This is an optimization exercise on Yosys and OpenROAD, whose aim is a short achievable clock period and few clock cycles, not a production implementation. In this exercise RTL edits were held to simulation tests only and were not proved equivalent to the original. No activity file was given, so power comes from the tool's default toggle rates.

===== flow/run.sh =====
#!/bin/bash
set -euo pipefail
bash standard.sh 'BUFFER_PORTS_ARGS=-buffer_cell sky130_fd_sc_hd__buf_4' finish > standard.log 2>&1

===== design.v =====
package mips_pkg;
	typedef logic [32-1:0] word_t;
	typedef logic [5-1:0] reg_addr_t;
	typedef enum logic [5:0] {
		OP_R_TYPE = 6'h00,
		OP_BEQ    = 6'h04,
		OP_ADDIU  = 6'h09,
		OP_LW     = 6'h23,
		OP_SW     = 6'h2b
	} opcode_e;
	typedef enum logic [5:0] {
		FN_ADDU = 6'h21,
		FN_SUBU = 6'h23,
		FN_AND  = 6'h24,
		FN_OR   = 6'h25,
		FN_SLT  = 6'h2a
	} funct_e;
	typedef enum logic [2:0] {
		ALU_ADD = 3'd0,
		ALU_SUB = 3'd1,
		ALU_AND = 3'd2,
		ALU_OR  = 3'd3,
		ALU_SLT = 3'd4
	} alu_op_e;
	typedef enum logic [1:0] {
		FWD_REG = 2'd0,
		FWD_MEM = 2'd1,
		FWD_WB  = 2'd2
	} fwd_sel_e;
	typedef struct packed {
		word_t instr;
		word_t pc_plus4;
	} if_id_t;
	typedef struct packed {
		word_t     rs_value;
		word_t     rt_value;
		word_t     imm;
		reg_addr_t rs;
		reg_addr_t rt;
		reg_addr_t dest;
		alu_op_e   alu_op;
		logic      use_imm;
		logic      reg_write;
		logic      mem_read;
		logic      mem_write;
		logic      branch;
		word_t     branch_target;
	} id_ex_t;
	typedef struct packed {
		word_t     alu_result;
		word_t     store_data;
		reg_addr_t dest;
		logic      reg_write;
		logic      mem_read;
		logic      mem_write;
	} ex_mem_t;
	typedef struct packed {
		word_t     wb_value;
		reg_addr_t dest;
		logic      reg_write;
	} mem_wb_t;
endpackage
`timescale 1ns/1ps
module mips_core (
	input  logic  clock,
	input  logic  rst_n,
	output mips_pkg::word_t instruction_addr,
	input  mips_pkg::word_t instruction,
	output mips_pkg::word_t data_addr,
	output mips_pkg::word_t data_wr,
	output logic  mem_read,
	output logic  mem_write,
	input  mips_pkg::word_t data_rd
);
	localparam int NBTB = 4;
	logic [31:2] pc_q;
	logic [NBTB-1:0] btb_v;
	logic [31:2]     btb_tag [0:NBTB-1];
	logic [31:2]     btb_tgt [0:NBTB-1];
	logic [1:0]      btb_ptr;
	logic        d_valid;
	logic [31:2] d_pc;
	logic [31:0] d_rs_oh;
	logic [31:0] d_rt_oh;
	logic [4:0]  d_rs, d_rt;
	logic [31:0] d_imm;
	logic [4:0]  d_dest;
	logic        d_wr;
	logic        d_use_imm;
	logic        d_inv;
	logic [4:0]  d_alu;
	logic        d_lw;
	logic        d_sw;
	logic        d_ubr;
	logic        d_cbr;
	logic        d_fe_rs, d_fm_rs, d_fe_rt, d_fm_rt;
	logic        stall_q;
	logic [31:0] e_a;
	logic [31:0] e_b;
	logic [31:0] e_sd;
	logic        e_cin;
	logic [4:0]  e_alu;
	logic        e_wr;
	logic [4:0]  e_dest;
	logic        e_lw;
	logic        e_sw;
	logic        e_cbr;
	logic [31:2] e_tgt;
	logic [31:0] m_res;
	logic [31:0] m_sd;
	logic        m_lw;
	logic        m_sw;
	logic        m_wr;
	logic [31:0] m_dest_oh;
	logic [31:0] regs [1:31];
	logic [5:0]  f_op;
	logic [5:0]  f_fn;
	logic [4:0]  f_rs, f_rt, f_rd;
	logic        f_rtype, f_addiu, f_lw, f_sw, f_beq, f_same;
	logic        f_fadd, f_fsub, f_fand, f_for, f_fslt;
	logic        f_ubr, f_cbr, f_wr, f_use_rs, f_use_rt;
	logic [4:0]  f_dest;
	logic [4:0]  f_alu;
	assign f_op = instruction[31:26];
	assign f_rs = instruction[25:21];
	assign f_rt = instruction[20:16];
	assign f_rd = instruction[15:11];
	assign f_fn = instruction[5:0];
	always_comb begin
		f_fadd  = (f_fn == 6'h21);
		f_fsub  = (f_fn == 6'h23);
		f_fand  = (f_fn == 6'h24);
		f_for   = (f_fn == 6'h25);
		f_fslt  = (f_fn == 6'h2a);
		f_rtype = (f_op == 6'h00) && (f_fadd || f_fsub || f_fand || f_for || f_fslt);
		f_addiu = (f_op == 6'h09);
		f_lw    = (f_op == 6'h23);
		f_sw    = (f_op == 6'h2b);
		f_beq   = (f_op == 6'h04);
		f_same  = (f_rs == f_rt);
		f_ubr   = f_beq && f_same;
		f_cbr   = f_beq && !f_same;
		f_dest  = f_rtype ? f_rd : f_rt;
		f_wr    = (f_rtype || f_addiu || f_lw) && (f_dest != 5'd0);
		f_use_rs = f_rtype || f_addiu || f_lw || f_sw || f_cbr;
		f_use_rt = f_rtype || f_sw || f_cbr;
		f_alu[0] = f_addiu || f_lw || f_sw || (f_rtype && (f_fadd || f_fsub));
		f_alu[1] = 1'b0;
		f_alu[2] = f_rtype && f_fand;
		f_alu[3] = f_rtype && f_for;
		f_alu[4] = f_rtype && f_fslt;
	end
	logic [NBTB-1:0] btb_hit_v;
	logic            btb_hit;
	logic [31:2]     btb_target;
	always_comb begin
		btb_target = '0;
		for (int i = 0; i < NBTB; i++) begin
			btb_hit_v[i] = btb_v[i] && (btb_tag[i] == pc_q);
			btb_target = btb_target | ({30{btb_hit_v[i]}} & btb_tgt[i]);
		end
		btb_hit = |btb_hit_v;
	end
	logic [31:0] rf_rs, rf_rt;
	logic [31:0] e_res;
	logic [31:0] m_val;
	logic [31:0] rs_val, rt_val;
	logic [31:2] d_target;
	logic        d_redirect;
	logic        e_redirect;
	always_comb begin
		rf_rs = '0;
		rf_rt = '0;
		for (int i = 1; i < 32; i++) begin
			rf_rs = rf_rs | ({32{d_rs_oh[i]}} & regs[i]);
			rf_rt = rf_rt | ({32{d_rt_oh[i]}} & regs[i]);
		end
	end
	assign m_val  = m_lw ? data_rd : m_res;
	assign rs_val = d_fe_rs ? e_res : (d_fm_rs ? m_val : rf_rs);
	assign rt_val = d_fe_rt ? e_res : (d_fm_rt ? m_val : rf_rt);
	assign d_target   = d_pc + 30'd1 + {{14{d_imm[15]}}, d_imm[15:0]};
	assign d_redirect = d_valid && d_ubr;
	logic [32:0] sum;
	logic        slt;
	assign sum  = {e_a, e_cin} + {e_b, e_cin};
	assign slt  = (e_a[31] == e_b[31]) ? e_a[31] : sum[32];
	assign e_res = ({32{e_alu[0]}} & sum[32:1])
		| ({32{e_alu[2]}} & (e_a & e_b))
		| ({32{e_alu[3]}} & (e_a | e_b))
		| {31'd0, e_alu[4] & slt};
	assign e_redirect = e_cbr && (e_a == e_b);
	logic stall_n;
	logic fe_rs_n, fm_rs_n, fe_rt_n, fm_rt_n;
	always_comb begin
		if (stall_q) begin
			fe_rs_n = 1'b0;
			fe_rt_n = 1'b0;
			fm_rs_n = e_wr && (e_dest == d_rs);
			fm_rt_n = e_wr && (e_dest == d_rt);
			stall_n = 1'b0;
		end else begin
			fe_rs_n = d_valid && d_wr && (d_dest == f_rs);
			fe_rt_n = d_valid && d_wr && (d_dest == f_rt);
			fm_rs_n = e_wr && (e_dest == f_rs);
			fm_rt_n = e_wr && (e_dest == f_rt);
			stall_n = d_valid && d_lw && d_wr && !e_redirect && !btb_hit
				&& ((f_use_rs && d_dest == f_rs) || (f_use_rt && d_dest == f_rt));
		end
	end
	always_ff @(posedge clock) begin
		if (!rst_n) begin
			pc_q    <= '0;
			btb_v   <= '0;
			btb_ptr <= '0;
			d_valid <= 1'b0;
			stall_q <= 1'b0;
			e_wr    <= 1'b0;
			e_lw    <= 1'b0;
			e_sw    <= 1'b0;
			e_cbr   <= 1'b0;
			m_lw    <= 1'b0;
			m_sw    <= 1'b0;
			m_wr    <= 1'b0;
		end else begin
			if (e_redirect) begin
				pc_q <= e_tgt;
			end else if (d_redirect) begin
				pc_q <= d_target;
			end else if (stall_q) begin
				pc_q <= pc_q;
			end else if (btb_hit) begin
				pc_q <= btb_target;
			end else begin
				pc_q <= pc_q + 30'd1;
			end
			if (d_redirect) begin
				btb_v[btb_ptr]   <= 1'b1;
				btb_ptr          <= btb_ptr + 1'b1;
			end
			if (e_redirect || d_redirect) begin
				d_valid <= 1'b0;
			end else if (!stall_q) begin
				d_valid <= !btb_hit;
			end
			stall_q <= stall_n;
			if (e_redirect || stall_q || !d_valid) begin
				e_wr  <= 1'b0;
				e_lw  <= 1'b0;
				e_sw  <= 1'b0;
				e_cbr <= 1'b0;
			end else begin
				e_wr  <= d_wr;
				e_lw  <= d_lw;
				e_sw  <= d_sw;
				e_cbr <= d_cbr;
			end
			m_lw <= e_lw;
			m_sw <= e_sw;
			m_wr <= e_wr;
			for (int i = 1; i < 32; i++) begin
				if (m_wr && m_dest_oh[i]) regs[i] <= m_val;
			end
		end
		if (!rst_n) begin
			for (int i = 1; i < 32; i++) regs[i] <= '0;
		end
	end
	always_ff @(posedge clock) begin
		if (d_redirect) begin
			btb_tag[btb_ptr] <= d_pc;
			btb_tgt[btb_ptr] <= d_target;
		end
		if (!stall_q) begin
			d_pc      <= pc_q;
			d_rs_oh   <= 32'd1 << f_rs;
			d_rt_oh   <= 32'd1 << f_rt;
			d_rs      <= f_rs;
			d_rt      <= f_rt;
			d_imm     <= {{16{instruction[15]}}, instruction[15:0]};
			d_dest    <= f_dest;
			d_wr      <= f_wr;
			d_use_imm <= f_addiu || f_lw || f_sw;
			d_inv     <= f_rtype && (f_fsub || f_fslt);
			d_alu     <= f_alu;
			d_lw      <= f_lw;
			d_sw      <= f_sw;
			d_ubr     <= f_ubr;
			d_cbr     <= f_cbr;
		end
		d_fe_rs <= fe_rs_n;
		d_fm_rs <= fm_rs_n;
		d_fe_rt <= fe_rt_n;
		d_fm_rt <= fm_rt_n;
		e_a    <= rs_val;
		e_b    <= d_use_imm ? d_imm : (d_inv ? ~rt_val : rt_val);
		e_cin  <= d_inv;
		e_sd   <= rt_val;
		e_alu  <= d_alu;
		e_dest <= d_dest;
		e_tgt  <= d_target;
		m_res     <= e_res;
		m_sd      <= e_sd;
		m_dest_oh <= 32'd1 << e_dest;
	end
	assign instruction_addr = {pc_q, 2'b00};
	assign data_addr        = m_res;
	assign data_wr          = m_sd;
	assign mem_read         = m_lw;
	assign mem_write        = m_sw;
endmodule

===== config.mk =====
export PLATFORM = sky130hd
export DESIGN_NAME = mips_core
export DESIGN_NICKNAME = mips_core
export VERILOG_FILES = /design/flow/design.v
export SDC_FILE = /design/flow/constraint.sdc
export NUM_CORES = 4
export LEC_CHECK = 0
export ABC_CLOCK_PERIOD_IN_PS = 2000
export CAP_MARGIN = 20
export CORE_MARGIN = 2
export CORE_UTILIZATION = 35
export SETUP_SLACK_MARGIN = 4.0
export SLEW_MARGIN = 20

===== constraint.sdc =====
create_clock -name core_clock -period 7.0 [get_ports {clock}]
set_input_delay 1.4000 -clock core_clock [delete_from_list [all_inputs] [get_ports {clock}]]
set_output_delay 1.4000 -clock core_clock [all_outputs]
set_load 0.01 [all_outputs]

===== standard.sh =====
#!/bin/bash
# synth_recipe.tcl (not shown) runs the flow's synth.tcl, then flattens the netlist and writes it again
# the make line also repeats each setting of config.mk as NAME=value (left out here)
make -C /OpenROAD-flow-scripts/flow DESIGN_CONFIG=/design/flow/config.mk WORK_HOME=/design/flow/orfs CLKGATE_MAP_FILE= SYNTH_SCRIPT=/design/flow/synth_recipe.tcl "${@:-finish}"

==> metrics.md, run 1 <==
| Metric | Value |
|---|---|
| Outcome | timing/DRC/antenna clean |
| Crit path kind | reg2reg |
| Critical path fanouts, max | 5 |
| CP Capture Type | flip-flop |
| Fill cells | about 20000 |
| Reg2reg start | d_pc[2]$_DFFE_PN_ |
| Distinct cell type count of the synthesized netlist | slightly below 80 |
| Nets | 7493 |
| Hold-critical path endpoint | m_sd[15]$_DFF_P_ |
| Fin Clk Skew | ~40 ps |
| Cell row count | roughly 170 |
| WP data arrival | a little over 4000 ps |
| Finished Layout Cells | 10167 |
| Endpoints failing hold | 0 |
| FF-to-FF End | btb_tgt[3][26]$_DFFE_PP_ |
| Slew headroom | between 10% and 20% |
| Setup TNS Final | 0 ps |
| Multi-input combinational cell area | roughly 34000 um^2 |
| Reg2reg setup slack | 3510 ps |
| Post-synthesis compound-gate area fraction | between 20% and 30% |
| Initial core utilization | approximately a third |
| Main combinational cell family by area after synthesis | compound AO/OA/AOI/OAI gates |
| DRT antenna net count | 0 |
| Fmax | 0.2869 GHz |
| WL per Instance | approximately 34 um |
| Top cells by area, synth | dfxtp_1 35%, edfxtp_1 16%, a211oi_1 11% |
| Initial antenna violation count | 16 |
| Slew Limit Fails | 0 |
| Area Growth Syn to Fin | 17.06% |
| Number of remaining DRC errors | 0 |
| Post-Synth Simple-Gate Area | about an eighth |
| Die ar. | approximately 210000 um^2 |
| Die Width | around 460 um |
| Post-Syn Instances | 7441 |
| Vias | slightly below 70000 |
| Root Driver | clkbuf_16 |
| Cell taking the most area after synthesis | dfxtp_1 |
| Place WS | about 2900 ps |
| EDFF count, synth | about 370 |
| Post-synthesis register bit count | between 1500 and 2000 |
| Chip height | between 400 and 500 um |
| Clock buffer depth | 3 |
| Sequential area share after synthesis | ~51% |
| Worst skew pair latency | around 850 ps |
| Worst-Margin Slew | 1310 ps |
| RePlAce Congestion | about 0.95 |
| H-tree levels | 4 |
| Warnings from Yosys | 2 |
| Minimum clock period | roughly 3500 ps |
| I/O Buffers | 161 |
| Area share of the leading cell type in the synthesized netlist | between 30% and 40% |
| Startpoint Class | flip-flop |
| Max-Cap Viols | 0 |
| Mapped Avg Cell Area | 9.721 um^2 |
| CTS tree | yes |
| PD cells | around 230 nW/um^2 |
| Hold buffers post-CTS | 0 |
| Remaining Overflow, GRT | 0 |
| HP Class | reg2reg |
| Post-synth ARST share | 0% |
| Worst Hold Path Cells | 0 |
| Core area | 205000 um^2 |
| Routed wire length | roughly 350 mm |
| Number of top-level pins | around 160 |
| Period utilisation layout | between 40% and 50% |
| TritonRoute pass-1 iters | 10 |
| Crit path required time | 7590 ps |
| First-pass GRT wire length | roughly 480 mm |
| Peak supply drop | just under 0.3 mV |
| Number of global-route vias before repair | roughly 62000 |
| Synth Area in Adders | under 10% |
| Clk sink count | between 1500 and 2000 |
| RSZ-0062 raised after global routing | true |
| FF/Latch Area | between 30000 and 40000 um^2 |
| Share of cells above drive strength 1 | approximately 15% |
| Leakage | 27.85 nW |
| Mapped Area | 72330 um^2 |
| Num CTS Buffers | between 150 and 200 |
| HPWL Detailed | 190.5 mm |
| Post-synth top flop | dfxtp_1 |
| Hold_sp | e_sd[15]$_DFF_P_ |
| Largest net degree at the start of global routing | around 190 |
| Post-synthesis mux area share | less than 1% |
| DRT iter0 DRCs | 13522 |
| XOR/XNOR Fraction of Synth Area | 2.652% |
| Avg Vias per Cell | 6.744 |
| Setup-failing EPs final | 0 |
| Worst r2r path cells | 13 |
| Setup slack after layout | roughly 3500 ps |
| Clk pin slew, worst setup/hold paths | ~60 ps |
| Util after Layout | roughly two fifths |
| Cell total after placement | just under 10000 |
| Total GRT Usage | about 31% |
[what timing repair did]
item,CTS,global route
buffers inserted,63,63
gates cloned,10,4
pin swaps,47,74
gates resized for setup,208,195
endpoints found under the setup margin,233,150
[cells by family (layout without fill, tap and decap cells)]
family / after synthesis / count (layout)
compound gates: 2599 / 2599
xor+xnor: 219 / 219
fa+ha+maj: 102 / 102
buf+inv: 884 / 897
flops: 1646 / 1646
mux: 63 / 69
other cells: 1 / 19
simple gates: 1927 / 1928
[cell usage in the layout (no fill, tap or decap), drive strengths merged, types with 203 or more instances in the layout]
master / count
a211oi: 1033
dfxtp: 1272
clkbuf: 233
nand2: 203
a22o: 316
a221oi: 322
edfxtp: 374
nor2: 1152
a22oi: 371
buf: 479
[layer usage]
layer / share of wire [%] / wire [um] / GRT usage, % / up-vias
met5: 0.099 / 342 / 1.194 / -
met4: 7.8 / 26900 / 19.08 / 12
met3: 15 / 52860 / 11.63 / 1710
met2: 41 / 140100 / 44.70 / 6184
met1: 36 / 125600 / 39.83 / 32562
li1: - / - / - / 28096
[synth_stat cells (11+ instances only)]
cell type and number:
dfxtp_1 1272, nor2_1 1152, a211oi_1 1033, clkbuf_1 628, edfxtp_1 374, a22oi_1 371
a221oi_1 322, a22o_1 316, nand2_1 203, nand4_1 172, a21oi_1 171, xnor2_1 166
nand3_1 132, inv_1 105, ha_1 100, buf_1 99, o21ai_0 89, nor3_1 74
a21o_1 58, xor2_1 53, mux2i_1 46, and2_1 45, o31ai_1 35, buf_2 32
a31oi_1 29, and3_1 26, o211ai_1 25, o221ai_1 21, nand2b_1 20, nor4_1 19
or3_1 19, mux2_2 17, o21a_1 17, nand3b_1 13, a222oi_1 11, buf_4 11
o21bai_1 11
[critical path: stages, from the launching register on]
cell and delay [ps]:
edfxtp_1 460, inv_1 100, ha_2 190, inv_2 40, fa_2 370, a211oi_4 280, o21ai_2 110, nand4_1 240
nand3_2 170, a221o_1 400, a221o_1 400, and4_4 220, nor3_4 180, inv_2 90
[power breakdown]
part	switching (mW)	internal (mW)
Sequential	0.0468	9.72
Combinational	0.483	0.162
Clock	4.00	5.18
Total	4.53	15.1
[metrics by stage]
stage / power (mW) / cell area, um^2 / hold slack [ps]
after floorplan: 10.25 / 72380 / 309.6
after global placement: 10.52 / 75790 / 309.8
after detailed placement: 10.52 / 75880 / 312.1
after CTS: 19.53 / 82940 / 325.8
after global routing: 19.95 / 84630 / 330.5
final: 19.60 / 84670 / 319.6
[worst max path at each step]
stage          slack (ps)                startpoint                  endpoint  cells after the start
2_1_floorplan        4000       d_imm[15]$_DFFE_PN_     pc_q[28]$_SDFFE_PN0P_                     10
3_3_place_gp         2490  d_rt_oh[7]$_SDFFCE_PP0N_            e_b[2]$_DFF_P_                      8
3_5_place_dp         2900      pc_q[8]$_SDFFE_PN0P_     pc_q[28]$_SDFFE_PN0P_                     10
4_1_cts              3650         d_pc[2]$_DFFE_PN_  btb_tgt[3][26]$_DFFE_PP_                     13
5_1_grt              3460         d_pc[2]$_DFFE_PN_  btb_tgt[0][26]$_DFFE_PP_                     13
6_report             3510         d_pc[2]$_DFFE_PN_  btb_tgt[3][26]$_DFFE_PP_                     13
[flip-flops by register name, indices dropped and copies added (netlist names), 31 cells and up]
register and cells:
regs 992, btb_tag 120, btb_tgt 120, e_a 32
e_b 32, e_sd 32, m_res 32, m_sd 32
d_rs_oh 31, d_rt_oh 31, m_dest_oh 31
[layout make-up]
cell class	instances	area share, %
Tap cell	2688	3.972
Timing Repair Buffer	485	4.992
Sequential cell	1646	43.50
Clock inverter	76	0.8453
Multi-Input combinational cell	4919	40.48
Inverter	107	0.4891
Antenna cell	17	0.05024
Clock buffer	229	5.670
Testbench counts, summed over its fixed seeds: cycles 30,977.
==> run 2, diff against run 1 <==
--- a/design.v
+++ b/design.v
@@ -61,6 +61,19 @@
 	} mem_wb_t;
 endpackage
 `timescale 1ns/1ps
+module add_ci #(
+	parameter int W = 32
+) (
+	input  logic [W-1:0] a,
+	input  logic [W-1:0] b,
+	input  logic         cin,
+	output logic [W:0]   y
+);
+	logic [W+1:0] s;
+	assign s = {1'b0, a, cin} + {1'b0, b, cin};
+	assign y = s[W+1:1];
+endmodule
+`timescale 1ns/1ps
 module mips_core (
 	input  logic  clock,
 	input  logic  rst_n,
@@ -72,14 +85,9 @@
 	output logic  mem_write,
 	input  mips_pkg::word_t data_rd
 );
-	localparam int NBTB = 4;
 	logic [31:2] pc_q;
-	logic [NBTB-1:0] btb_v;
-	logic [31:2]     btb_tag [0:NBTB-1];
-	logic [31:2]     btb_tgt [0:NBTB-1];
-	logic [1:0]      btb_ptr;
 	logic        d_valid;
-	logic [31:2] d_pc;
+	logic [31:2] d_target;
 	logic [31:0] d_rs_oh;
 	logic [31:0] d_rt_oh;
 	logic [4:0]  d_rs, d_rt;
@@ -91,7 +99,6 @@
 	logic [4:0]  d_alu;
 	logic        d_lw;
 	logic        d_sw;
-	logic        d_ubr;
 	logic        d_cbr;
 	logic        d_fe_rs, d_fm_rs, d_fe_rt, d_fm_rt;
 	logic        stall_q;
@@ -150,23 +157,11 @@
 		f_alu[3] = f_rtype && f_for;
 		f_alu[4] = f_rtype && f_fslt;
 	end
-	logic [NBTB-1:0] btb_hit_v;
-	logic            btb_hit;
-	logic [31:2]     btb_target;
-	always_comb begin
-		btb_target = '0;
-		for (int i = 0; i < NBTB; i++) begin
-			btb_hit_v[i] = btb_v[i] && (btb_tag[i] == pc_q);
-			btb_target = btb_target | ({30{btb_hit_v[i]}} & btb_tgt[i]);
-		end
-		btb_hit = |btb_hit_v;
-	end
 	logic [31:0] rf_rs, rf_rt;
 	logic [31:0] e_res;
 	logic [31:0] m_val;
 	logic [31:0] rs_val, rt_val;
-	logic [31:2] d_target;
-	logic        d_redirect;
+	logic [30:0] f_tsum;
 	logic        e_redirect;
 	always_comb begin
 		rf_rs = '0;
@@ -179,11 +174,24 @@
 	assign m_val  = m_lw ? data_rd : m_res;
 	assign rs_val = d_fe_rs ? e_res : (d_fm_rs ? m_val : rf_rs);
 	assign rt_val = d_fe_rt ? e_res : (d_fm_rt ? m_val : rf_rt);
-	assign d_target   = d_pc + 30'd1 + {{14{d_imm[15]}}, d_imm[15:0]};
-	assign d_redirect = d_valid && d_ubr;
+	logic [30:0] f_tsum_c;
+	add_ci #(.W(30)) u_tgt_add (
+		.a   (pc_q),
+		.b   ({{14{instruction[15]}}, instruction[15:0]}),
+		.cin (1'b1),
+		.y   (f_tsum_c)
+	);
+	assign f_tsum = {f_tsum_c[29:0], 1'b0};
 	logic [32:0] sum;
 	logic        slt;
-	assign sum  = {e_a, e_cin} + {e_b, e_cin};
+	logic [32:0] sum_c;
+	add_ci #(.W(32)) u_alu_add (
+		.a   (e_a),
+		.b   (e_b),
+		.cin (e_cin),
+		.y   (sum_c)
+	);
+	assign sum = {sum_c[31:0], 1'b0};
 	assign slt  = (e_a[31] == e_b[31]) ? e_a[31] : sum[32];
 	assign e_res = ({32{e_alu[0]}} & sum[32:1])
 		| ({32{e_alu[2]}} & (e_a & e_b))
@@ -204,15 +212,13 @@
 			fe_rt_n = d_valid && d_wr && (d_dest == f_rt);
 			fm_rs_n = e_wr && (e_dest == f_rs);
 			fm_rt_n = e_wr && (e_dest == f_rt);
-			stall_n = d_valid && d_lw && d_wr && !e_redirect && !btb_hit
+			stall_n = d_valid && d_lw && d_wr && !e_redirect
 				&& ((f_use_rs && d_dest == f_rs) || (f_use_rt && d_dest == f_rt));
 		end
 	end
 	always_ff @(posedge clock) begin
 		if (!rst_n) begin
 			pc_q    <= '0;
-			btb_v   <= '0;
-			btb_ptr <= '0;
 			d_valid <= 1'b0;
 			stall_q <= 1'b0;
 			e_wr    <= 1'b0;
@@ -225,23 +231,17 @@
 		end else begin
 			if (e_redirect) begin
 				pc_q <= e_tgt;
-			end else if (d_redirect) begin
-				pc_q <= d_target;
 			end else if (stall_q) begin
 				pc_q <= pc_q;
-			end else if (btb_hit) begin
-				pc_q <= btb_target;
+			end else if (f_ubr) begin
+				pc_q <= f_tsum[30:1];
 			end else begin
 				pc_q <= pc_q + 30'd1;
 			end
-			if (d_redirect) begin
-				btb_v[btb_ptr]   <= 1'b1;
-				btb_ptr          <= btb_ptr + 1'b1;
-			end
-			if (e_redirect || d_redirect) begin
+			if (e_redirect) begin
 				d_valid <= 1'b0;
 			end else if (!stall_q) begin
-				d_valid <= !btb_hit;
+				d_valid <= !f_ubr;
 			end
 			stall_q <= stall_n;
 			if (e_redirect || stall_q || !d_valid) begin
@@ -267,12 +267,8 @@
 		end
 	end
 	always_ff @(posedge clock) begin
-		if (d_redirect) begin
-			btb_tag[btb_ptr] <= d_pc;
-			btb_tgt[btb_ptr] <= d_target;
-		end
 		if (!stall_q) begin
-			d_pc      <= pc_q;
+			d_target  <= f_tsum[30:1];
 			d_rs_oh   <= 32'd1 << f_rs;
 			d_rt_oh   <= 32'd1 << f_rt;
 			d_rs      <= f_rs;
@@ -285,7 +281,6 @@
 			d_alu     <= f_alu;
 			d_lw      <= f_lw;
 			d_sw      <= f_sw;
-			d_ubr     <= f_ubr;
 			d_cbr     <= f_cbr;
 		end
 		d_fe_rs <= fe_rs_n;
--- a/config.mk
+++ b/config.mk
@@ -11,3 +11,4 @@
 export CORE_UTILIZATION = 35
 export SETUP_SLACK_MARGIN = 4.0
 export SLEW_MARGIN = 20
+export SYNTH_HIERARCHICAL = 1
==> run 2 against run 1 <==
  * Via count down 8.0%
  * Wire length down 11%
  * Area after synthesis down 12%
  * Critical path type unchanged
  * Largest power group is now the clock network
==> metrics.md, run 2 <==
| Metric | Value |
|---|---|
| CTS tree | yes |
| Switching pwr | between 3 and 4 mW |
| Crit path required time | around 7700 ps |
| Period utilisation layout | 45.53% |
| RePlAce Congestion | between 0.9 and 1 |
| Setup-failing EPs final | 0 |
| Crit path kind | reg2reg |
| HPWL Detailed | about 170 mm |
| Critical path fanouts, max | 3 |
| DRT antenna net count | 0 |
| Clk sink count | ~1400 |
| Commonest non-fill, non-tap cells in the layout | 1233 x dfxtp_1, 1118 x nor2_1, 993 x a211oi_1 |
| FF/Latch Area | a little under 30000 um^2 |
| Worst r2r path cells | 15 |
| Max-Cap Viols | 0 |
| Top cell by count, worst path | o21ai_4 |
| Die ar. | ~180000 um^2 |
| Startpoint Class | flip-flop |
| H-tree levels | 4 |
| Chip height | 429.3 um |
| Switching Share | 23.33% |
| P_int | 13.08 mW |
| CP top delay family | compound AO/OA/AOI/OAI gates |
| Cell row count | approximately 160 |
| Remaining Overflow, GRT | 0 |
| Avg Vias per Cell | around 6.8 |
| Hold buffers post-CTS | 0 |
| Initial antenna violation count | 12 |
| I/O Buffers | around 160 |
| Reg2reg setup slack | 3810 ps |
| Nets | approximately 7000 |
| Worst path bufs/invs | 0 |
| Slew Limit Fails | 0 |
| Clock buffer depth | 3 |
| Multi-input combinational cell area | about 33000 um^2 |
| Leakage | ~24 nW |
| Peak supply drop | approximately 0.24 mV |
| HP Class | reg2reg |
| Number of flip-flops in the largest register | just under 1000 |
| Critical Path Source | e_cin$_DFF_P_ |
| TritonRoute pass-1 iters | 9 |
| First-pass GRT wire length | between 400 and 500 mm |
| Crit-path max cell delay | around 400 ps |
| Clock network fraction of design power | between 40% and 50% |
| Routed wire length | about 310 mm |
| Hold-critical path endpoint | m_sd[6]$_DFF_P_ |
| Number of global-route vias before repair | between 50000 and 60000 |
| Mapped Avg Cell Area | roughly 9.1 um^2 |
| WL per Instance | 33.27 um |
| Worst skew pair latency | about 820 ps |
| Post-Syn Instances | 6926 |
| PD cells | 231.3 nW/um^2 |
| Mapped Area | roughly 63000 um^2 |
| Core area | about 180000 um^2 |
| Share of cells above drive strength 1 | 14.23% |
| Fill cells | roughly 17000 |
| Crit-path cells | fa_2, a21o_1, nand4_1, nand2_2, o21ai_4, o21ai_4, o211ai_1, a21oi_2, xor2_1, nand2_1, o21ai_2, a221o_1, and2_4, o21a_1, o31ai_2 |
| Root Driver | clkbuf_16 |
| DRT iter0 DRCs | between 10000 and 15000 |
| Minimum clock period | 3187 ps |
| Number of remaining DRC errors | 0 |
| Initial core utilization | between 30% and 40% |
| Num CTS Buffers | around 150 |
| Slew headroom | around 15% |
| Fmax | between 0.3 and 0.4 GHz |
| Endpoints failing hold | 0 |
| Outcome | timing/DRC/antenna clean |
| Worst-Margin Slew | 1273 ps |
| Commonest non-fill, non-tap cell in the layout | dfxtp_1 |
| Warnings from Yosys | 8 |
| Area Growth Syn to Fin | 16.46% |
| Setup TNS Final | 0 ps |
| Die Width | roughly 430 um |
| Largest net degree at the start of global routing | 195 |
| Hold_sp | e_sd[6]$_DFF_P_ |
| Comb pwr share | under 10% |
| RSZ-0062 raised after global routing | true |
| Sequential share of power | 48.0% |
| Clk pin slew, worst setup/hold paths | 60 ps |
| Reg2reg start | e_cin$_DFF_P_ |
| Worst Hold Path Cells | 0 |
| Hold slack | approximately 320 ps |
| Vias | about 63000 |
| CP max stage cell | fa_2 |
| Fin Clk Skew | just under 40 ps |
| Largest register by flop count | regs |
| FF-to-FF End | e_b[0]$_DFF_P_ |
| Number of top-level pins | between 150 and 200 |
| WP data arrival | between 3000 and 4000 ps |
| Total GRT Usage | 31.78% |
| CP Capture Type | flip-flop |
run 2: power by group through the flow:
stage	logic, mW	registers [mW]	clock network, mW
after global placement	0.507	8.36	0
final	0.590	8.18	8.29
after detailed placement	0.514	8.36	0
after CTS	0.528	8.18	8.29
after global routing	0.586	8.18	8.63
after floorplan	0.284	8.33	0
run 2: worst max path at each step:
stage / slack (ps) / cells after the start / endpoint
6_report: 3810 / 15 / e_b[0]$_DFF_P_
3_5_place_dp: 2960 / 11 / pc_q[28]$_SDFFE_PN0P_
2_1_floorplan: 3600 / 10 / pc_q[31]$_SDFFE_PN0P_
3_3_place_gp: 3080 / 11 / pc_q[28]$_SDFFE_PN0P_
5_1_grt: 3750 / 15 / e_b[0]$_DFF_P_
4_1_cts: 3860 / 15 / e_b[0]$_DFF_P_
run 2: metrics by stage:
step | area (um^2) | total power [mW] | std cells | setup slack, ps | util, %
6_report | 73740 | 17.06 | 9263 | 3813 | 40.93
3_3_place_gp | 66820 | 8.868 | 8895 | 3076 | 37.09
2_1_floorplan | 63690 | 8.616 | 6929 | 3599 | -
3_5_place_dp | 66920 | 8.873 | 8899 | 2957 | 37.14
5_1_grt | 73710 | 17.39 | 9251 | 3754 | 40.91
4_1_cts | 72760 | 17.00 | 9210 | 3859 | 40.39
run 2: repair_timing:
action | 4_1_cts | 5_1_grt
endpoints found under the setup margin | 92 | 68
pin swaps | 36 | 60
gates cloned | 2 | 0
setup buffers | 42 | 34
resized for setup | 115 | 127
endpoints found under the hold margin | 0 | 0
run 2: final cells by class:
type / instances / area share (%)
multi-input combinational: 4707 / 44.14
clock buffer: 210 / 5.878
sequential: 1399 / 39.88
tap: 2370 / 4.021
antenna: 14 / 0.04751
clock inverter: 57 / 0.9383
inverter: 87 / 0.4683
timing repair buffer: 419 / 4.626
run 2: routing by layer:
layer	routed length, um	track usage, %	up-vias
li1	-	-	26016
met1	116600	41.43	30223
met2	119600	43.20	5471
met3	47570	12.87	1379
met4	24180	19.67	16
met5	304	0.5725	-
Testbench counts of run 2, summed over its fixed seeds: cycles 30,406.
==> run 3, diff against run 2 <==
--- a/config.mk
+++ b/config.mk
@@ -8,7 +8,7 @@
 export ABC_CLOCK_PERIOD_IN_PS = 2000
 export CAP_MARGIN = 20
 export CORE_MARGIN = 2
-export CORE_UTILIZATION = 35
-export SETUP_SLACK_MARGIN = 4.0
+export CORE_UTILIZATION = 40
+export SETUP_SLACK_MARGIN = 3.9
 export SLEW_MARGIN = 20
 export SYNTH_HIERARCHICAL = 1
==> run 3 against run 2 <==
  * Sequential share of layout area up 0.64 points
  * Combinational power down 3.9%
  * Maximum frequency fell by 5.9%
  * Die area shrank 12%
  * Clock skew is 11 ps higher
  * Wire length about the same
  * Clock power hardly changed
  * Flip-flop and latch count unchanged
  * Sequential power is essentially flat
  * Clock-buffer cell count shrank 5
  * Non-clock buffer count shrank 48
==> metrics.md, run 3 <==
| Metric | Value |
|---|---|
| Crit path kind | reg2reg |
| Minimum clock period | roughly 3400 ps |
| Area Growth Syn to Fin | 14.46% |
| DRT iter0 DRCs | 12017 |
| Crit-path cells | buf_4, a221oi_1, nand3_1, o31ai_1, o21ai_0 |
| Fin Clk Skew | between 40 and 50 ps |
| Root Driver | clkbuf_16 |
| Clock network fraction of design power | ~49% |
| Slew Limit Fails | 0 |
| First-pass GRT wire length | 428.0 mm |
| Worst-Margin Slew | around 1300 ps |
| Leakage | roughly 24 nW |
| Util after Layout | between 40% and 50% |
| Max-Cap Viols | 0 |
| Number of top-level pins | between 150 and 200 |
| CP top delay family | compound AO/OA/AOI/OAI gates |
| HPWL Detailed | 165.0 mm |
| TritonRoute pass-1 iters | 9 |
| WP data arrival | 4020 ps |
| Core area | 157800 um^2 |
| Remaining Overflow, GRT | 0 |
| Switching Share | 23.35% |
| RePlAce Congestion | between 0.9 and 1 |
| Clk sink count | ~1400 |
| Worst skew pair latency | 830 ps |
| Startpoint Class | flip-flop |
| Nets | 6909 |
| Cell row count | 146 |
| Avg Vias per Cell | approximately 7.0 |
| Crit-path max cell delay | ~950 ps |
| Comb pwr share | approximately 3.3% |
| Hold buffers post-CTS | 0 |
| Number of flip-flops in the largest register | about 990 |
| CP max stage cell | o31ai_1 |
| Share of cells above drive strength 1 | 12.53% |
| Fmax | between 0.2 and 0.3 GHz |
| PD cells | 235.6 nW/um^2 |
| Setup TNS Final | 0 ps |
| Routed wire length | a little over 300 mm |
| Period utilisation layout | roughly half |
| Chip height | around 400 um |
| WL per Instance | 34.54 um |
| Clock buffer depth | 3 |
| Number of remaining DRC errors | 0 |
| Commonest non-fill, non-tap cells in the layout | 1257 x dfxtp_1, 1118 x nor2_1, 993 x a211oi_1 |
| Vias | about 62000 |
| Mapped Area | 63310 um^2 |
| Switching pwr | 3.987 mW |
| Initial antenna violation count | 19 |
| Commonest non-fill, non-tap cell in the layout | dfxtp_1 |
| DRT antenna net count | 0 |
| Largest net degree at the start of global routing | between 150 and 200 |
| Num CTS Buffers | around 150 |
| Setup-failing EPs final | 0 |
| P_int | ~13 mW |
| CP Capture Type | flip-flop |
| I/O Buffers | 161 |
| Post-Syn Instances | roughly 7000 |
| HP Class | reg2reg |
| Die ar. | between 150000 and 200000 um^2 |
| RSZ-0062 raised after global routing | true |
| Die Width | roughly 400 um |
| Peak supply drop | between 0.2 and 0.3 mV |
| CTS tree | yes |
| H-tree levels | 4 |
| Largest register by flop count | regs |
| Clk pin slew, worst setup/hold paths | roughly 60 ps |
| Critical path fanouts, max | 24 |
| Worst path bufs/invs | 1 |
| Warnings from Yosys | 8 |
| Mapped Avg Cell Area | between 9 and 10 um^2 |
| Outcome | timing/DRC/antenna clean |
| Fill cells | 15123 |
| Sequential share of power | 47.9% |
| Endpoints failing hold | 0 |
| Number of global-route vias before repair | about 57000 |
| Slew headroom | 13.70% |
| Crit path required time | ~7600 ps |
| Initial core utilization | 40.12% |
| Total GRT Usage | a little over a third |
run 3: what timing repair did:
item | CTS | global route
pin swaps | 19 | 29
endpoints found under the hold margin | 0 | 0
buffers inserted | 25 | 16
cloned | 0 | 1
setup endpoints to repair | 76 | 76
resized for setup | 51 | 74
run 3: area by class of cell:
class                   instances  area (um^2)  share of cell area, %
inverters                      87        342.8                 0.4731
clock inverters                65        728.2                  1.005
flip-flops and latches       1399        29360                  40.51
repair buffers                371         2957                  4.080
diodes                         20        50.05                0.06906
well taps                    2072         2592                  3.577
multi-input cells            4706        32100                  44.30
clock buffers                 205         4339                  5.987
run 3: final timing paths:
kind / startpoint / end / slack (ps) / cells past startpoint
setup reg to reg: d_rs_oh[13]$_SDFFCE_PP0N_ / e_a[29]$_DFF_P_ / 3620 / 5
setup / recovery: d_rs_oh[13]$_SDFFCE_PP0N_ / e_a[29]$_DFF_P_ / 3620 / 5
hold / removal: e_sd[3]$_DFF_P_ / m_sd[3]$_DFF_P_ / 330 / 0
hold reg to reg: e_sd[3]$_DFF_P_ / m_sd[3]$_DFF_P_ / 330 / 0
run 3: metal layers:
metal	routed length [um]	vias up	global-route usage [%]
li1	-	25924	-
met1	115800	29562	47.77
met2	120200	5477	49.89
met3	46930	1493	14.04
met4	25220	12	23.16
met5	99	-	0
run 3: per-stage QoR:
stage	hold slack, ps	worst slack [ps]	area [um^2]	total power [mW]	cells
global placement	312.9	3039	66380	8.871	8590
floorplan	309.6	3599	63660	8.615	6929
detailed placement	312.8	3030	66380	8.875	8590
finish	325.4	3615	72470	17.07	8925
CTS	323.8	3782	71810	17.03	8885
global route	328.7	3584	72430	17.39	8907
run 3: power groups by stage:
stage / Clock, mW / Sequential, mW / Combinational, mW
6_report: 8.32 / 8.19 / 0.567
5_1_grt: 8.64 / 8.19 / 0.567
4_1_cts: 8.33 / 8.18 / 0.517
3_5_place_dp: 0 / 8.36 / 0.515
3_3_place_gp: 0 / 8.36 / 0.511
2_1_floorplan: 0 / 8.33 / 0.283
==> run 4, diff against run 3 <==
--- a/design.v
+++ b/design.v
@@ -105,6 +105,7 @@
 	logic [31:0] e_a;
 	logic [31:0] e_b;
 	logic [31:0] e_sd;
+	logic        e_fa, e_fbt, e_fbn, e_fsd;
 	logic        e_cin;
 	logic [4:0]  e_alu;
 	logic        e_wr;
@@ -115,6 +116,7 @@
 	logic [31:2] e_tgt;
 	logic [31:0] m_res;
 	logic [31:0] m_sd;
+	logic [31:0] m_resn;
 	logic        m_lw;
 	logic        m_sw;
 	logic        m_wr;
@@ -172,8 +174,8 @@
 		end
 	end
 	assign m_val  = m_lw ? data_rd : m_res;
-	assign rs_val = d_fe_rs ? e_res : (d_fm_rs ? m_val : rf_rs);
-	assign rt_val = d_fe_rt ? e_res : (d_fm_rt ? m_val : rf_rt);
+	assign rs_val = d_fm_rs ? m_val : rf_rs;
+	assign rt_val = d_fm_rt ? m_val : rf_rt;
 	logic [30:0] f_tsum_c;
 	add_ci #(.W(30)) u_tgt_add (
 		.a   (pc_q),
@@ -184,20 +186,24 @@
 	assign f_tsum = {f_tsum_c[29:0], 1'b0};
 	logic [32:0] sum;
 	logic        slt;
+	logic [31:0] op_a, op_b, op_sd;
+	assign op_a  = e_fa ? m_res : e_a;
+	assign op_b  = e_fbt ? m_res : (e_fbn ? m_resn : e_b);
+	assign op_sd = e_fsd ? m_res : e_sd;
 	logic [32:0] sum_c;
 	add_ci #(.W(32)) u_alu_add (
-		.a   (e_a),
-		.b   (e_b),
+		.a   (op_a),
+		.b   (op_b),
 		.cin (e_cin),
 		.y   (sum_c)
 	);
 	assign sum = {sum_c[31:0], 1'b0};
-	assign slt  = (e_a[31] == e_b[31]) ? e_a[31] : sum[32];
+	assign slt  = (op_a[31] == op_b[31]) ? op_a[31] : sum[32];
 	assign e_res = ({32{e_alu[0]}} & sum[32:1])
-		| ({32{e_alu[2]}} & (e_a & e_b))
-		| ({32{e_alu[3]}} & (e_a | e_b))
+		| ({32{e_alu[2]}} & (op_a & op_b))
+		| ({32{e_alu[3]}} & (op_a | op_b))
 		| {31'd0, e_alu[4] & slt};
-	assign e_redirect = e_cbr && (e_a == e_b);
+	assign e_redirect = e_cbr && (op_a == op_b);
 	logic stall_n;
 	logic fe_rs_n, fm_rs_n, fe_rt_n, fm_rt_n;
 	always_comb begin
@@ -288,6 +294,10 @@
 		d_fe_rt <= fe_rt_n;
 		d_fm_rt <= fm_rt_n;
 		e_a    <= rs_val;
+		e_fa   <= d_fe_rs;
+		e_fbt  <= d_fe_rt && !d_use_imm && !d_inv;
+		e_fbn  <= d_fe_rt && !d_use_imm && d_inv;
+		e_fsd  <= d_fe_rt;
 		e_b    <= d_use_imm ? d_imm : (d_inv ? ~rt_val : rt_val);
 		e_cin  <= d_inv;
 		e_sd   <= rt_val;
@@ -295,7 +305,8 @@
 		e_dest <= d_dest;
 		e_tgt  <= d_target;
 		m_res     <= e_res;
-		m_sd      <= e_sd;
+		m_resn    <= ~e_res;
+		m_sd      <= op_sd;
 		m_dest_oh <= 32'd1 << e_dest;
 	end
 	assign instruction_addr = {pc_q, 2'b00};
--- a/config.mk
+++ b/config.mk
@@ -8,7 +8,7 @@
 export ABC_CLOCK_PERIOD_IN_PS = 2000
 export CAP_MARGIN = 20
 export CORE_MARGIN = 2
-export CORE_UTILIZATION = 40
-export SETUP_SLACK_MARGIN = 3.9
+export CORE_UTILIZATION = 35
+export SETUP_SLACK_MARGIN = 4.0
 export SLEW_MARGIN = 20
 export SYNTH_HIERARCHICAL = 1
==> run 4 against run 3 <==
  * Still clean on timing, DRC and antenna
  * Wire length rose by 1.6%
  * Clock-buffer cell count rose by 21
  * Sequential share of layout area fell by 0.73 points
  * Combinational power rose by 11%
==> metrics.md, run 4 <==
| Metric | Value |
|---|---|
| Outcome | timing/DRC/antenna clean |
| Sequential share of power | approximately half |
| Comb pwr share | between 3 and 4% |
| Number of global-route vias before repair | around 58000 |
| Crit path kind | reg2reg |
| Root Driver | clkbuf_16 |
| WL per Instance | 32.96 um |
| Largest net degree at the start of global routing | roughly 210 |
| Clock buffer depth | 3 |
| Die ar. | between 150000 and 200000 um^2 |
| P_int | ~13 mW |
| Chip height | 434.4 um |
| CP max stage cell | dfxtp_4 |
| Commonest non-fill, non-tap cell in the layout | dfxtp_1 |
| Nets | 7112 |
| Routed wire length | approximately 310 mm |
| Post-Syn Instances | ~7000 |
| Mapped Area | 64820 um^2 |
| Core area | 183500 um^2 |
| Num CTS Buffers | 147 |
| Crit-path max cell delay | around 440 ps |
| Peak supply drop | approximately 0.20 mV |
| Commonest non-fill, non-tap cells in the layout | 1280 x dfxtp_1, 1128 x nor2_1, 995 x a211oi_1 |
| CP Capture Type | flip-flop |
| Share of cells above drive strength 1 | roughly 15% |
| TritonRoute pass-1 iters | 10 |
| Leakage | approximately 25 nW |
| Worst-Margin Slew | approximately 1300 ps |
| DRT antenna net count | 0 |
| Die Width | roughly 430 um |
| Area Growth Syn to Fin | 16.73% |
| Minimum clock period | approximately 3300 ps |
| Clock network fraction of design power | between 40% and 50% |
| Cell row count | approximately 160 |
| Slew Limit Fails | 0 |
| Total GRT Usage | 31.68% |
| Slew headroom | between 10% and 20% |
| Endpoints failing hold | 0 |
| Switching Share | between 20% and 30% |
| Crit-path cells | buf_12, mux2i_1, o21a_1, inv_2, ha_4, o21ai_2, o21bai_1, a211oi_2, buf_4, nor3_4, o21ai_2, o21ai_2, a31oi_2, xnor2_1, a221o_1 |
| CTS tree | yes |
| I/O Buffers | ~160 |
| HP Class | reg2reg |
| Top cell by count, worst path | o21ai_2 |
| Period utilisation layout | 47.81% |
| Clk pin slew, worst setup/hold paths | around 60 ps |
| Setup TNS Final | 0 ps |
| Clk sink count | ~1400 |
| HPWL Detailed | 169.7 mm |
| Initial antenna violation count | 12 |
| Cell total after placement | ~9000 |
| H-tree levels | 4 |
| Switching pwr | about 4.0 mW |
| Finished Layout Cells | around 9500 |
| Critical path fanouts, max | 6 |
| DRT iter0 DRCs | approximately 13000 |
| Remaining Overflow, GRT | 0 |
| WP data arrival | between 4000 and 5000 ps |
| Max-Cap Viols | 0 |
| Setup-failing EPs final | 0 |
| Vias | between 60000 and 70000 |
| Number of remaining DRC errors | 0 |
| Worst skew pair latency | about 800 ps |
| Startpoint Class | flip-flop |
| Initial core utilization | approximately a third |
| Fmax | 0.2988 GHz |
| Avg Vias per Cell | slightly below 7 |
| RePlAce Congestion | 0.9436 |
| Warnings from Yosys | 8 |
| Mapped Avg Cell Area | 9.199 um^2 |
| Number of flip-flops in the largest register | ~990 |
| Fin Clk Skew | roughly 37 ps |
| Crit path required time | 7690 ps |
| First-pass GRT wire length | approximately 430 mm |
| Fill cells | around 18000 |
| RSZ-0062 raised after global routing | true |
| Number of top-level pins | between 150 and 200 |
| PD cells | 224.4 nW/um^2 |
| Largest register by flop count | regs |
-- run 4: layout make-up --
type,count,area [um^2],share of cell area (%)
multi-input combinational,4762,33490,44.26
clock inverter,36,367.9,0.4861
clock buffer,226,4355,5.756
inverter,117,451.7,0.5969
timing repair buffer,454,3791,5.010
sequential,1435,30100,39.78
antenna,13,32.53,0.04299
tap,2464,3083,4.074
-- run 4: worst max-delay path, delay by kind of cell (launching register included) --
kind,cells,cell delay [ps]
flops,1,440
compound gates,8,1490
mux,1,190
simple gates,1,240
xor+xnor,1,140
buf+inv,3,400
fa+ha+maj,1,280
-- run 4: final timing paths --
path | from | to | slack [ps] | cells after the start
worst max-delay path | e_fbn$_DFF_P_ | m_res[30]$_DFF_P_ | 3650 | 15
worst min-delay path | d_target[8]$_DFFE_PN_ | e_tgt[8]$_DFF_P_ | 320 | 0
worst max register to register | e_fbn$_DFF_P_ | m_res[30]$_DFF_P_ | 3650 | 15
worst min register to register | d_target[8]$_DFFE_PN_ | e_tgt[8]$_DFF_P_ | 320 | 0
-- run 4: per-layer routing --
| metal | vias up | global-route usage [%] | wire length, um |
|---|---|---|---|
| met4 | 8 | 19.07 | 23880 |
| met2 | 5678 | 43.43 | 122200 |
| met3 | 1488 | 11.41 | 48320 |
| li1 | 26377 | - | - |
| met5 | - | 0.1281 | 81 |
| met1 | 30545 | 42.13 | 118800 |
-- run 4: power groups by stage --
| stage | Clock, mW | Sequential [mW] | Combinational [mW] |
|---|---|---|---|
| CTS | 7.97 | 8.38 | 0.567 |
| finish | 7.98 | 8.38 | 0.629 |
| floorplan | 0 | 8.54 | 0.299 |
| global route | 8.28 | 8.38 | 0.629 |
| detailed placement | 0 | 8.56 | 0.546 |
| global placement | 0 | 8.56 | 0.540 |
-- run 4: what timing repair did --
item,CTS,global route
resized for setup,159,145
setup endpoints to repair,107,94
hold buffers,0,0
pin swaps,87,73
cloned,2,2
buffers inserted,65,53
-- run 4: per-stage QoR --
step | hold slack (ps) | worst slack [ps] | util [%] | area [um^2] | power [mW]
6_report | 316.7 | 3653 | 41.24 | 75670 | 16.98
5_1_grt | 323.0 | 3601 | 41.23 | 75640 | 17.29
4_1_cts | 308.0 | 3821 | 40.62 | 74530 | 16.91
3_5_place_dp | 326.9 | 2433 | 37.33 | 68500 | 9.106
3_3_place_gp | 323.3 | 2442 | 37.32 | 68470 | 9.099
2_1_floorplan | 309.6 | 3574 | - | 65290 | 8.839
Testbench counts of run 4, summed over its fixed seeds: cycles 30,406.
==> run 5, diff against run 4 <==
--- a/config.mk
+++ b/config.mk
@@ -8,7 +8,7 @@
 export ABC_CLOCK_PERIOD_IN_PS = 2000
 export CAP_MARGIN = 20
 export CORE_MARGIN = 2
-export CORE_UTILIZATION = 35
-export SETUP_SLACK_MARGIN = 4.0
+export CORE_UTILIZATION = 40
+export SETUP_SLACK_MARGIN = 3.9
 export SLEW_MARGIN = 20
 export SYNTH_HIERARCHICAL = 1
==> run 5 against run 4 <==
  * Die area down 12%
  * Clock skew down 3.6 ps
  * Power up 1.7%
  * Largest cell class unchanged
  * Wire length up 0.88%
  * Area after synthesis unchanged
  * Via count down 1.3%
  * Non-clock buffer count up 2
  * Cell count down 3.1%
  * Critical path depth up 3
  * Sequential share of layout area about the same
  * Clock power up 3.8%
==> metrics.md, run 5 <==
| Metric | Value |
|---|---|
| Clk pin slew, worst setup/hold paths | about 60 ps |
| Number of global-route vias before repair | 58017 |
| Vias | 63294 |
| I/O Buffers | about 160 |
| Avg Vias per Cell | ~7 |
| Remaining Overflow, GRT | 0 |
| Share of cells above drive strength 1 | 14.86% |
| CP Capture Type | flip-flop |
| Hold_sp | d_target[13]$_DFFE_PN_ |
| Endpoints failing hold | 0 |
| Post-Syn Instances | around 7000 |
| PD cells | approximately 230 nW/um^2 |
| Setup TNS Final | 0 ps |
| Cell total after placement | ~9000 |
| Worst r2r path cells | 18 |
| WL per Instance | 34.31 um |
| Slew Limit Fails | 0 |
| Number of flip-flops in the largest register | between 900 and 1000 |
| HPWL Detailed | 171.1 mm |
| Num CTS Buffers | 152 |
| Chip height | slightly above 400 um |
| HP Class | reg2reg |
| Root Driver | clkbuf_16 |
| Number of remaining DRC errors | 0 |
| Largest register by flop count | regs |
| Setup-failing EPs final | 0 |
| Leakage | between 20 and 30 nW |
| Mapped Avg Cell Area | between 9 and 10 um^2 |
| CP max stage cell | dfxtp_4 |
| DRT iter0 DRCs | around 13000 |
| Met1 WL | approximately 120 mm |
| Outcome | timing/DRC/antenna clean |
| Peak supply drop | 0.2686 mV |
| First-pass GRT wire length | between 400 and 500 mm |
| Finished Layout Cells | between 9000 and 10000 |
| Cell row count | 147 |
| Nets | 7118 |
| H-tree levels | 4 |
| Reg2reg start | e_fbn$_DFF_P_ |
| Met2 wire length | around 120 mm |
| Hold-critical path endpoint | e_tgt[13]$_DFF_P_ |
| Routed wire length | roughly 320 mm |
| Number of top-level pins | 164 |
| Worst-Margin Slew | approximately 1300 ps |
| Commonest non-fill, non-tap cell in the layout | dfxtp_1 |
| TritonRoute pass-1 iters | 11 |
| Die ar. | roughly 170000 um^2 |
| Largest net degree at the start of global routing | around 200 |
| DRT antenna net count | 0 |
| CP top delay family | compound AO/OA/AOI/OAI gates |
| Die Width | about 410 um |
| Hold slack | between 300 and 400 ps |
| Detail Route met3 WL | between 40 and 50 mm |
| Area Growth Syn to Fin | 16.68% |
| Highest metal used | met5 |
| Crit path required time | roughly 7700 ps |
| Critical Path Source | e_fbn$_DFF_P_ |
| Initial core utilization | about two fifths |
| WP data arrival | 4030 ps |
| Crit-path max cell delay | 410 ps |
| Crit path kind | reg2reg |
| CTS tree | yes |
| Fin Clk Skew | about 34 ps |
| Minimum clock period | approximately 3400 ps |
| Reg2reg setup slack | between 3000 and 4000 ps |
| Clock buffer depth | 3 |
| RSZ-0062 raised after global routing | true |
| Total GRT Usage | 36.62% |
| Max-Cap Viols | 0 |
| Worst skew pair latency | 820 ps |
| FF-to-FF End | m_res[30]$_DFF_P_ |
| Slew headroom | 11.85% |
| Critical path fanouts, max | 7 |
| Commonest non-fill, non-tap cells in the layout | 1291 x dfxtp_1, 1130 x nor2_1, 994 x a211oi_1 |
| Startpoint Class | flip-flop |
| Worst path bufs/invs | 8 |
| Mapped Area | around 65000 um^2 |
| Fmax | just under 0.3 GHz |
| Crit-path cells | buf_6, buf_12, mux2i_1, o21a_1, inv_1, ha_4, nand2_4, nor2_4, buf_4, buf_4, buf_4, buf_4, buf_4, o21ai_4, o21ai_4, a31oi_4, xnor2_1, a221o_1 |
| Period utilisation layout | 47.92% |
| Worst Hold Path Cells | 0 |
| RePlAce Congestion | roughly 0.94 |
| Core area | 160800 um^2 |
| Clk sink count | about 1400 |
| Initial antenna violation count | 9 |
| Warnings from Yosys | 8 |
| Top cell by count, worst path | buf_4 |
[run 5: report_power, final]
group / internal, mW / total, mW / switching [mW]
registers: 8.34 / 8.38 / 0.0431
clock network: 4.73 / 8.28 / 3.55
logic: 0.156 / 0.620 / 0.464
total: 13.2 / 17.3 / 4.06
[run 5: timing repair]
action / 4_1_cts / 5_1_grt
pin swaps: 70 / 71
hold buffers: 0 / 0
cloned: 2 / 1
endpoints found under the setup margin: 108 / 79
gates resized for setup: 132 / 153
buffers inserted: 85 / 29
[run 5: worst max-delay path by stage]
stage	to	slack, ps	cells past startpoint
after CTS	m_resn[29]$_DFF_P_	3790	17
final	m_res[30]$_DFF_P_	3650	18
after floorplan	pc_q[27]$_SDFFE_PN0P_	3570	10
after global placement	pc_q[31]$_SDFFE_PN0P_	2390	9
after detailed placement	pc_q[31]$_SDFFE_PN0P_	2420	9
after global routing	m_resn[0]$_DFF_P_	3520	19
[run 5: stage by stage]
stage	setup slack (ps)	power (mW)	util, %	instance area [um^2]
2_1_floorplan	3574	8.838	-	65220
3_3_place_gp	2386	9.095	42.36	68090
3_5_place_dp	2421	9.101	42.37	68100
4_1_cts	3793	17.19	46.39	74570
5_1_grt	3519	17.59	47.04	75620
6_report	3646	17.28	47.05	75640
[run 5: final cells by class]
type                    instances  area (um^2)
fillers                     15099        85110
multi-input cells            4761        33470
flip-flops and latches       1435        30090
clock buffers                 223         4471
repair buffers                456         3915
well taps                    2160         2703
clock inverters                52        523.0
inverters                     117        451.7
diodes                          8        20.02
[run 5: metal layers]
layer,vias to the layer above,GRT usage (%)
li1,26369,-
met1,30135,48.58
met2,5346,50.04
met3,1434,13.32
met4,10,22.60
met5,-,0.05947

## port drivers added, routing unchanged
The results above use ideal ports. As a check the final layouts listed here were re-extracted and re-timed, cells and wires unchanged.
Step 1 assumes that a clkbuf_16 drives the clock port and a buf_2 every other input.
Step 2, shift: input delay + t, output delay - t, t = (earliest + latest rising clock arrival at the registers) / 2. This alone moves slack from input paths to output paths.
Slacks: ideal / step 1 / step 2; pairs: ideal / step 1.
run	t (ns)	setup slack, ns	worst data-port slew with drivers (ns)
run 1	0.920	3.514 / 3.514 / 3.348	0.08
run 2	0.893	3.813 / 3.813 / 3.021	0.07
run 3	0.884	3.615 / 3.615 / 3.047	0.07
run 4	0.897	3.653 / 3.653 / 2.943	0.12
run 5	0.903	3.646 / 3.646 / 2.977	0.09
After both steps every run listed still meets setup and hold. The setup slack of run 2, which loses most, moves by 0.000 ns with the drivers and by -0.792 ns with both steps.
